From an optimization exercise on the open Yosys and OpenROAD flow, aimed at small area, a short achievable clock period and few clock cycles per item; shortcuts taken in it are not production practice.
Only simulation tests tie the RTL to the original design; equivalence was not proved.
No activity file was given, so power comes from the tool's default toggle rates.

## north
==> flow/design.v (excerpt) <==
module key_value_table
(
    input  logic        i_clk,
    input  logic        i_rst_n,
    input  logic        i_s_axis_tvalid,
    output logic        o_s_axis_tready,
    input  logic [63:0] i_s_axis_tdata,    
    input  logic [1:0]  i_s_axis_tuser,    
    output logic        o_m_axis_tvalid,
    input  logic        i_m_axis_tready,
    output logic [31:0] o_m_axis_tdata,    
    output logic [1:0]  o_m_axis_tuser     
);
export LEC_CHECK = 0
export CAP_MARGIN = 20
export CORE_MARGIN = 2
export CORE_UTILIZATION = 40
export CTS_CLUSTER_DIAMETER = 100
export CTS_CLUSTER_SIZE = 25
export SETUP_SLACK_MARGIN = 2.0
export SLEW_MARGIN = 20
export TNS_END_PERCENT = 10
create_clock -name core_clock -period 4.0 [get_ports {i_clk}]
standard.sh (not shown) runs the stock make flow with config.mk's settings and CLKGATE_MAP_FILE= SYNTH_SCRIPT=/design/flow/synth_recipe.tcl, a recipe that flattens the netlist after the stock synthesis.
==> flow/flow/run.sh <==
#!/bin/bash
# The standard layout (standard.sh: the ORFS flow and its standard
# synthesis, unchanged) with one difference: the port buffers that ORFS adds
# before global placement are sky130_fd_sc_hd__buf_4 instead of the default
# delay cell, so every input and output still has its own buffer.
set -euo pipefail
export BUFFER_PORTS_ARGS="-buffer_cell sky130_fd_sc_hd__buf_4"
bash standard.sh > standard_flow.log 2>&1
Testbench counts of north, summed over its fixed seeds: cycles 9,616, items 9,600.
--- input diff north..south ---
--- a/flow/config.mk
+++ b/flow/config.mk
@@ -8,8 +8,8 @@
 export CAP_MARGIN = 20
 export CORE_MARGIN = 2
-export CORE_UTILIZATION = 40
+export CORE_UTILIZATION = 50
 export CTS_CLUSTER_DIAMETER = 100
 export CTS_CLUSTER_SIZE = 25
 export SETUP_SLACK_MARGIN = 2.0
 export SLEW_MARGIN = 20
-export TNS_END_PERCENT = 10
+export TNS_END_PERCENT = 5
### Flow results
Of the two values seen for last element of the critical path, r_value_out[5] was produced by north and r_match[7] by south. Sequential share of layout area for south is higher than for north. Power share of the combinational group: north vs south, no meaningful difference. The final layout from south, which completed every stage, passed the timing, design-rule and antenna checks at the end of the flow. Across both runs, required time at the endpoint of the critical path was lower for south than for north.
diff inputs: south => east
==> flow/flow/run.sh <==
#!/bin/bash
# The standard layout (standard.sh: the ORFS flow and its standard
# synthesis, unchanged) with one difference: the port buffers that ORFS adds
# before global placement are sky130_fd_sc_hd__buf_2 instead of the default
# delay cell, so every input and output still has its own buffer.
set -euo pipefail
export BUFFER_PORTS_ARGS="-buffer_cell sky130_fd_sc_hd__buf_2"
bash standard.sh > standard_flow.log 2>&1
--- a/flow/config.mk
+++ b/flow/config.mk
@@ -8,5 +8,5 @@
 export CAP_MARGIN = 20
 export CORE_MARGIN = 2
-export CORE_UTILIZATION = 50
+export CORE_UTILIZATION = 40
 export CTS_CLUSTER_DIAMETER = 100
 export CTS_CLUSTER_SIZE = 25
## What came out
Higher utilization was reported by south, not east. Maximum vdd ir drop in east vs south: down 0.030 mV. Delta (east minus south): sequential share of layout area shrank by 0.47 points; vias per cell shrank by 6.7%.

* * *

ember:
key_value_table, a different RTL version from the one above (not shown whole).
Size: ~3500 cells after synthesis, ~1200 flip-flops, ~110 I/O pins, ~47000 sq um of cells after synthesis.
## key_value_table
module key_value_table
(
    input  logic        i_clk,
    input  logic        i_rst_n,
    input  logic        i_s_axis_tvalid,
    output logic        o_s_axis_tready,
    input  logic [63:0] i_s_axis_tdata,    
    input  logic [1:0]  i_s_axis_tuser,    
    output logic        o_m_axis_tvalid,
    input  logic        i_m_axis_tready,
    output logic [31:0] o_m_axis_tdata,    
    output logic [1:0]  o_m_axis_tuser     
);
    localparam int N = kvt_pkg::ENTRIES;
    logic                      r_req_valid;
    logic [kvt_pkg::OP_W-1:0]  r_op;
    logic [kvt_pkg::KEY_W-1:0] r_key;
    logic [kvt_pkg::VAL_W-1:0] r_value;
    logic [N-1:0]              r_match;
    logic                      r_kill;     
    logic                      r_tready;   
    logic                      w_ready;
    logic                      w_req_valid_nx;
    logic                      w_skid_valid_nx;
    logic                      r_out_valid;
    logic                      r_found;
    logic                      r_full;
    logic [kvt_pkg::VAL_W-1:0] r_value_out;
    logic                      r_skid_valid;
    logic                      r_skid_found;
    logic                      r_skid_full;
    logic [kvt_pkg::VAL_W-1:0] r_skid_value;
    logic                      w_take;
    logic                      w_res_found;
    logic                      w_res_full;
    logic [kvt_pkg::VAL_W-1:0] w_res_value;
    logic                      w_advance;
    logic                      w_exec;
    logic                      w_define;
    logic                      w_delete;
    logic                      w_hit;
    logic                      w_full;
    logic                      w_same_key;
    logic [N-1:0]              w_valid;
    logic [N-1:0]              w_cmp;
    logic [N-1:0]              w_free;
    logic [N-1:0]              w_ins;
    logic [N-1:0]              r_dup;      
    logic [N-1:0]              w_insv;
    logic [kvt_pkg::VAL_W-1:0] w_value [N];
    logic [kvt_pkg::VAL_W-1:0] w_read;
    assign w_advance       = !r_skid_valid;
    assign w_exec          = r_req_valid && w_advance;
    assign w_take          = !r_out_valid || i_m_axis_tready;
    assign w_ready         = !r_req_valid || w_advance;
  ...
clock: 4.0 ns
lec_check: 0
abc_area: 1
cap_margin: 20
core_margin: 2
core_utilization: 40
cts_cluster_diameter: 100
cts_cluster_size: 25
setup_slack_margin: 2.0
slew_margin: 20
tns_end_percent: 5
==> flow/flow/run.sh <==
#!/bin/bash
# The standard layout (standard.sh: the ORFS flow and its standard
# synthesis, unchanged) with one difference: the port buffers that ORFS adds
# before global placement are sky130_fd_sc_hd__buf_2 instead of the default
# delay cell, so every input and output still has its own buffer.
set -euo pipefail
export BUFFER_PORTS_ARGS="-buffer_cell sky130_fd_sc_hd__buf_2"
bash standard.sh > standard_flow.log 2>&1
Testbench counts of ember, summed over its fixed seeds: cycles 9,616, items 9,600.
Here is what was changed in the inputs of willow compared with ember.
- SETUP_SLACK_MARGIN now 2.3, was 2.0
- ABC_AREA no longer set, was 1
## What came out
Changes observed in willow relative to ember: number of filler instances in the final layout down about 5%, post-synthesis area per instance up about 27%, delay of the slowest critical-path stage up 50 ps, die area down 1.8%, cell count of the worst reg-to-reg path down 2.
Against ember, willow comes in 0.97% lower on power.
willow does better than ember on cell area.
Measured against ember, the number of placed instances, taps included of willow comes out at 0.848 times the reference value.
ember has lower average detailed-routed wire length per instance than willow.
Changes in umber relative to willow:
- TNS_END_PERCENT changed from 5 to 20
- SETUP_SLACK_MARGIN changed from 2.3 to 2.0
On highest clock rate: between umber and willow, it ends up higher for willow. willow → umber: least setup slack across all paths after layout decreased by 72 ps relative to the old numbers, power went down by about 0.7%, largest driver fanout on the critical path now larger, clock skew rose by 8.4 ps, met3 track utilization from global routing now smaller. Between umber and willow, it is umber whose largest net degree at the start of global routing is lower, by 1.4%. Going from willow to umber, design area -about 0.6%; area growth from synthesis to layout down 0.72 points.
The following lists how nickel was set up differently from umber:
- swapping 20 for 5 in TNS_END_PERCENT
==> flow/flow/run.sh <==
#!/bin/bash
# The standard layout (standard.sh: the ORFS flow and its standard
# synthesis, unchanged) with one difference: the port buffers that ORFS adds
# before global placement are sky130_fd_sc_hd__buf_4 instead of the default
# delay cell, so every input and output still has its own buffer.
set -euo pipefail
export BUFFER_PORTS_ARGS="-buffer_cell sky130_fd_sc_hd__buf_4"
bash standard.sh > standard_flow.log 2>&1
Notes after the runs:
Against umber, the final cell area of nickel is lower.
The net switching fraction of the power on umber is in line with that on nickel.
nickel ended with more pin count of the biggest net entering global routing than umber.
Comparing umber and nickel, the lower worst hold slack was measured on umber.
nickel and umber ended up with roughly the same placer congestion estimate.
A start point of the critical path of r_key[0] is what umber shows, while r_match[0] belongs to nickel.
What maple does differently from nickel at the input level:
- CTS_CLUSTER_DIAMETER now 80, was 100
- CTS_CLUSTER_SIZE now 20, was 25
==> flow/flow/run.sh <==
#!/bin/bash
# The standard layout (standard.sh: the ORFS flow and its standard
# synthesis, unchanged) with one difference: the port buffers that ORFS adds
# before global placement are sky130_fd_sc_hd__buf_2 instead of the default
# delay cell, so every input and output still has its own buffer.
set -euo pipefail
export BUFFER_PORTS_ARGS="-buffer_cell sky130_fd_sc_hd__buf_2"
bash standard.sh > standard_flow.log 2>&1
### Flow results
- Power: maple draws more than nickel
- Diff nickel -> maple: final cell count now larger, switching share of power about even.

[static timing again, ports no longer ideal]
Ports are ideal in the flow. The routed layouts listed here were re-timed in OpenROAD.
Step 1 sets driving cells, clkbuf_16 on the clock port and buf_2 on the other inputs (assumed; they add their load-dependent delay and slew).
Step 2 also shifts input and output timing later by t, the mid clock arrival at the registers, as if the neighbouring blocks saw the same clock.
Slacks: ideal ports / drivers / drivers and shift; pairs: ideal ports / drivers.
run	shift t [ns]	slack for setup (ns)	latest minus earliest clock arrival (ns)	cell pins on the clock port's net
north	0.741	1.836 / 1.836 / 1.141	0.050 / 0.050	1
south	0.748	1.721 / 1.658 / 0.910	0.032 / 0.033	1
east	0.758	1.778 / 1.797 / 1.072	0.063 / 0.063	1
ember	0.762	1.787 / 1.714 / 1.051	0.083 / 0.083	1
willow	0.753	1.775 / 1.727 / 1.057	0.052 / 0.052	1
umber	0.762	1.703 / 1.703 / 1.104	0.056 / 0.056	1
nickel	0.744	1.727 / 1.727 / 1.098	0.051 / 0.051	1
maple	0.722	1.758 / 1.766 / 1.081	0.051 / 0.051	1
After both steps every run listed still meets setup and hold. For south, which loses most, drivers alone change the setup slack by -0.063 ns; drivers and shift together by -0.811 ns.
